From an optimization exercise on the open Yosys and OpenROAD flow, aimed at small area, a short achievable clock period and few clock cycles; shortcuts taken in it are not production practice.
Where RTL was checked, it was by simulation tests only, not by an equivalence proof against the original.
No activity file was given, so power comes from the tool's default toggle rates.

==> inputs of try-raven <==
==> flow/design.v (excerpt) <==
module alu_mc #(
   parameter int unsigned WIDTH = 32,
   parameter int unsigned CNT_W = $clog2(WIDTH + 1)
) (
   input  logic             clk,
   input  logic             rstn,
   input  logic             in_valid,
   output logic             in_ready,
   input  logic [4:0]       ALUOp,
   input  logic [WIDTH-1:0] A,
   input  logic [WIDTH-1:0] B,
   input  logic [4:0]       shamt,
   input  logic             flush,
   output logic             out_valid,
   output logic [WIDTH-1:0] C,
   output logic             zero,
   output logic             ovf,
   output logic             busy
);
   localparam logic [4:0] ALUOp_LUI   = 5'd1;
   localparam logic [4:0] ALUOp_ADD   = 5'd2;
   localparam logic [4:0] ALUOp_SUB   = 5'd3;
   localparam logic [4:0] ALUOp_AND   = 5'd4;
   localparam logic [4:0] ALUOp_OR    = 5'd5;
   localparam logic [4:0] ALUOp_SLT   = 5'd6;
   localparam logic [4:0] ALUOp_SLTU  = 5'd7;
   localparam logic [4:0] ALUOp_ADDU  = 5'd8;
   localparam logic [4:0] ALUOp_SUBU  = 5'd9;
   localparam logic [4:0] ALUOp_XOR   = 5'd10;
   localparam logic [4:0] ALUOp_NOR   = 5'd11;
   localparam logic [4:0] ALUOp_SLL   = 5'd12;
   localparam logic [4:0] ALUOp_SRL   = 5'd13;
   localparam logic [4:0] ALUOp_SRA   = 5'd14;
   localparam logic [4:0] ALUOp_EQL   = 5'd15;
   localparam logic [4:0] ALUOp_NE    = 5'd16;
   localparam logic [4:0] ALUOp_MULT  = 5'd17;
   localparam logic [4:0] ALUOp_MULTU = 5'd18;
  ...
==> module alu_mc, before the edit <==
module alu_mc #(
   parameter int unsigned WIDTH = 32,
   parameter int unsigned CNT_W = $clog2(WIDTH + 1)
) (
   input  logic             clk,
   input  logic             rstn,
   input  logic             in_valid,
   output logic             in_ready,
   input  logic [4:0]       ALUOp,
   input  logic [WIDTH-1:0] A,
   input  logic [WIDTH-1:0] B,
   input  logic [4:0]       shamt,
   input  logic             flush,
   output logic             out_valid,
   output logic [WIDTH-1:0] C,
   output logic             zero,
   output logic             ovf,
   output logic             busy
);
   localparam logic [4:0] ALUOp_LUI   = 5'd1;
   localparam logic [4:0] ALUOp_ADD   = 5'd2;
   localparam logic [4:0] ALUOp_SUB   = 5'd3;
   localparam logic [4:0] ALUOp_AND   = 5'd4;
   localparam logic [4:0] ALUOp_OR    = 5'd5;
   localparam logic [4:0] ALUOp_SLT   = 5'd6;
   localparam logic [4:0] ALUOp_SLTU  = 5'd7;
   localparam logic [4:0] ALUOp_ADDU  = 5'd8;
   localparam logic [4:0] ALUOp_SUBU  = 5'd9;
   localparam logic [4:0] ALUOp_XOR   = 5'd10;
   localparam logic [4:0] ALUOp_NOR   = 5'd11;
   localparam logic [4:0] ALUOp_SLL   = 5'd12;
   localparam logic [4:0] ALUOp_SRL   = 5'd13;
   localparam logic [4:0] ALUOp_SRA   = 5'd14;
   localparam logic [4:0] ALUOp_EQL   = 5'd15;
   localparam logic [4:0] ALUOp_NE    = 5'd16;
   localparam logic [4:0] ALUOp_MULT  = 5'd17;
   localparam logic [4:0] ALUOp_MULTU = 5'd18;
   localparam logic [4:0] ALUOp_DIV   = 5'd19;
   localparam logic [4:0] ALUOp_DIVU  = 5'd20;
   localparam logic [4:0] ALUOp_MFHI  = 5'd21;
   localparam logic [4:0] ALUOp_MFLO  = 5'd22;
   logic             vld_q, mdu_q;
   logic [31:0]      c_q, hi_q, lo_q;
   logic             zero_q, ovf_q;
   logic             run, acc, op_mdu, op_div, op_sgn, mdu_fin;
   assign op_mdu = (ALUOp == ALUOp_MULT) || (ALUOp == ALUOp_MULTU) ||
                   (ALUOp == ALUOp_DIV)  || (ALUOp == ALUOp_DIVU);
   assign op_div = (ALUOp == ALUOp_DIV) || (ALUOp == ALUOp_DIVU);
   assign op_sgn = (ALUOp == ALUOp_MULT) || (ALUOp == ALUOp_DIV);
   assign in_ready  = !run;
   assign acc       = in_valid && !run && !flush;
   assign out_valid = vld_q && !flush;
   assign busy      = mdu_q;
   assign C         = mdu_q ? lo_q : c_q;
   assign zero      = mdu_q ? (lo_q == '0) : zero_q;
   assign ovf       = ovf_q && !mdu_q;
   mdu_iter u_mdu (
      .clk     (clk),
      .rstn    (rstn),
      .start   (acc && op_mdu),
      .is_div  (op_div),
      .is_sgn  (op_sgn),
      .a       (A),
      .b       (B),
      .run     (run),
      .fin     (mdu_fin),
      .hi_q    (hi_q),
      .lo_q    (lo_q)
   );
   logic        sub, co, slt, sltu;
   logic [31:0] bb, s;
   assign sub = (ALUOp == ALUOp_SUB) || (ALUOp == ALUOp_SUBU) ||
                (ALUOp == ALUOp_SLT) || (ALUOp == ALUOp_SLTU);
   assign bb  = B ^ {32{sub}};
   pfx_add #(32) u_add (.a(A), .b(bb), .ci(sub), .s(s), .co(co));
   assign sltu = !co;
   assign slt  = (A[31] != B[31]) ? A[31] : s[31];
   logic [4:0]  sh;
   logic        left;
   logic [31:0] shx, shr, shl;
   assign left = (ALUOp == ALUOp_LUI) || (ALUOp == ALUOp_SLL);
   assign sh   = (ALUOp == ALUOp_LUI) ? 5'd16 : shamt;
   always_comb for (int i = 0; i < 32; i++) shx[i] = left ? B[31-i] : B[i];
   assign shr = 32'($signed({(ALUOp == ALUOp_SRA) && B[31], shx}) >>> sh);
   always_comb for (int i = 0; i < 32; i++) shl[i] = shr[31-i];
   logic [31:0] alu_res;
   logic        alu_zero, alu_ovf, eq;
   assign eq = (A == B);
   always_comb begin
      alu_res = '0;
      alu_ovf = 1'b0;
      case (ALUOp)
         ALUOp_ADD: begin
            alu_res = s;
            alu_ovf = (A[31] == B[31]) && (s[31] != A[31]);
         end
         ALUOp_SUB: begin
            alu_res = s;
            alu_ovf = (A[31] != B[31]) && (s[31] != A[31]);
         end
         ALUOp_ADDU, ALUOp_SUBU: alu_res = s;
         ALUOp_AND:  alu_res = A & B;
         ALUOp_OR:   alu_res = A | B;
         ALUOp_XOR:  alu_res = A ^ B;
         ALUOp_NOR:  alu_res = ~(A | B);
         ALUOp_SLT:  alu_res = {31'd0, slt};
         ALUOp_SLTU: alu_res = {31'd0, sltu};
         ALUOp_LUI, ALUOp_SLL: alu_res = shl;
         ALUOp_SRL, ALUOp_SRA: alu_res = shr;
         ALUOp_MFHI: alu_res = hi_q;
         ALUOp_MFLO: alu_res = lo_q;
         default:    alu_res = '0;
      endcase
      if (ALUOp == ALUOp_EQL)     alu_zero = eq;
      else if (ALUOp == ALUOp_NE) alu_zero = !eq;
      else                        alu_zero = (alu_res == '0);
   end
   always_ff @(posedge clk) begin
      c_q    <= alu_res;
      zero_q <= alu_zero;
      ovf_q  <= alu_ovf;
   end
   always_ff @(posedge clk or negedge rstn) begin
      if (!rstn) begin
         vld_q <= 1'b0;
         mdu_q <= 1'b0;
      end else begin
         vld_q <= (acc && !op_mdu) || (mdu_q && mdu_fin && !flush);
         mdu_q <= (acc && op_mdu) || (mdu_q && !flush && !vld_q);
      end
   end
endmodule
Settings: LEC_CHECK=0, ABC_CLOCK_PERIOD_IN_PS=1500, CAP_MARGIN=20, CORE_MARGIN=2, CORE_UTILIZATION=40, SETUP_SLACK_MARGIN=3.3, SLEW_MARGIN=20; clock period 6.5 ns.
run.sh (not shown) runs the stock make flow with config.mk's settings and CLKGATE_MAP_FILE= SYNTH_SCRIPT=/design/flow/synth_recipe.tcl, a recipe that flattens the netlist after the stock synthesis.
==> try-garnet: changes against try-raven <==
--- a/flow/design.v
+++ b/flow/design.v
@@ -213,11 +213,8 @@
    assign slt  = (A[31] != B[31]) ? A[31] : s[31];
    logic [4:0]  sh;
-   logic        left;
-   logic [31:0] shx, shr, shl;
-   assign left = (ALUOp == ALUOp_LUI) || (ALUOp == ALUOp_SLL);
-   assign sh   = (ALUOp == ALUOp_LUI) ? 5'd16 : shamt;
-   always_comb for (int i = 0; i < 32; i++) shx[i] = left ? B[31-i] : B[i];
-   assign shr = 32'($signed({(ALUOp == ALUOp_SRA) && B[31], shx}) >>> sh);
-   always_comb for (int i = 0; i < 32; i++) shl[i] = shr[31-i];
+   logic [31:0] shl, shr;
+   assign sh  = (ALUOp == ALUOp_LUI) ? 5'd16 : shamt;
+   assign shl = B << sh;
+   assign shr = 32'($signed({(ALUOp == ALUOp_SRA) && B[31], B}) >>> sh);
    logic [31:0] alu_res;
    logic        alu_zero, alu_ovf, eq;
ABC_CLOCK_PERIOD_IN_PS = 3000   (was 1500)
SETUP_SLACK_MARGIN = 3.2   (was 3.3)
==> comparison table <==
                                                               try-garnet       try-raven
Outcome                                          timing/DRC/antenna clean  timing/DRC/antenna clean
Ratio of routed vias to standard cells                               6.53            6.33
Sw Share                                                            52.8%           52.8%
Post-DP HPWL                                               104000 microns   95100 microns
Post-synthesis sequential area ratio                                14.3%           14.3%
CTS resizes                                                           342             155
Critical hold path startpoint                              u_mdu.cnt_q[1]           vld_q
Post-layout worst setup margin                                   0.522 ns        0.308 ns
Multi-input combinational area share                                64.9%           66.5%
Wire length of the first global-routing pass               197000 microns  178000 microns
Multi-input combinational gate total                                 2553            2560
Synthesized area per cell                                      7.91 sq um      7.87 sq um
Areal power density over the cells                            476 nW/um^2     454 nW/um^2
Vias after detailed routing                                         29200           27700
Area growth, synth to finish                                        34.9%           27.8%
Met1 GRT Util                                                       48.3%           44.9%
Final instance area                                           34200 sq um     32400 sq um
Portion of the layout cell area used by non-clock buffers           16.4%           13.8%
Register area                                                  3630 sq um      3630 sq um
Testbench counts of try-garnet, summed over its fixed seeds: cycles 8,337.
The RTL of try-raven was laid out without a check of its function.

-- afterwards: timing with drivers on the ports --
No port has a modelled driver above. Below, the same layouts with a new extraction and two added sets of constraints. Step 1 sets driving cells, clkbuf_16 on the clock port and buf_2 on the other inputs (assumed; they add their load-dependent delay and slew). Step 2 moves the port delays by t, midway between the first and last clock arrival at a register: inputs arrive t later, outputs are due t later. That takes back most of the time a late clock gives input paths. a / b / c = no drivers / after step 1 / after step 2; a / b = the first two.
| run | shift t [ns] | setup slack, ns | worst data-port slew with drivers (ns) |
|---|---|---|---|
| try-raven | 0.499 | 0.308 / 0.308 / 0.308 | 0.05 |
| try-garnet | 0.539 | 0.522 / 0.522 / 0.297 | 0.06 |
After both steps setup and hold are still met in every run listed. For try-garnet, which loses most, drivers alone change the setup slack by 0.000 ns; drivers and shift together by -0.225 ns.
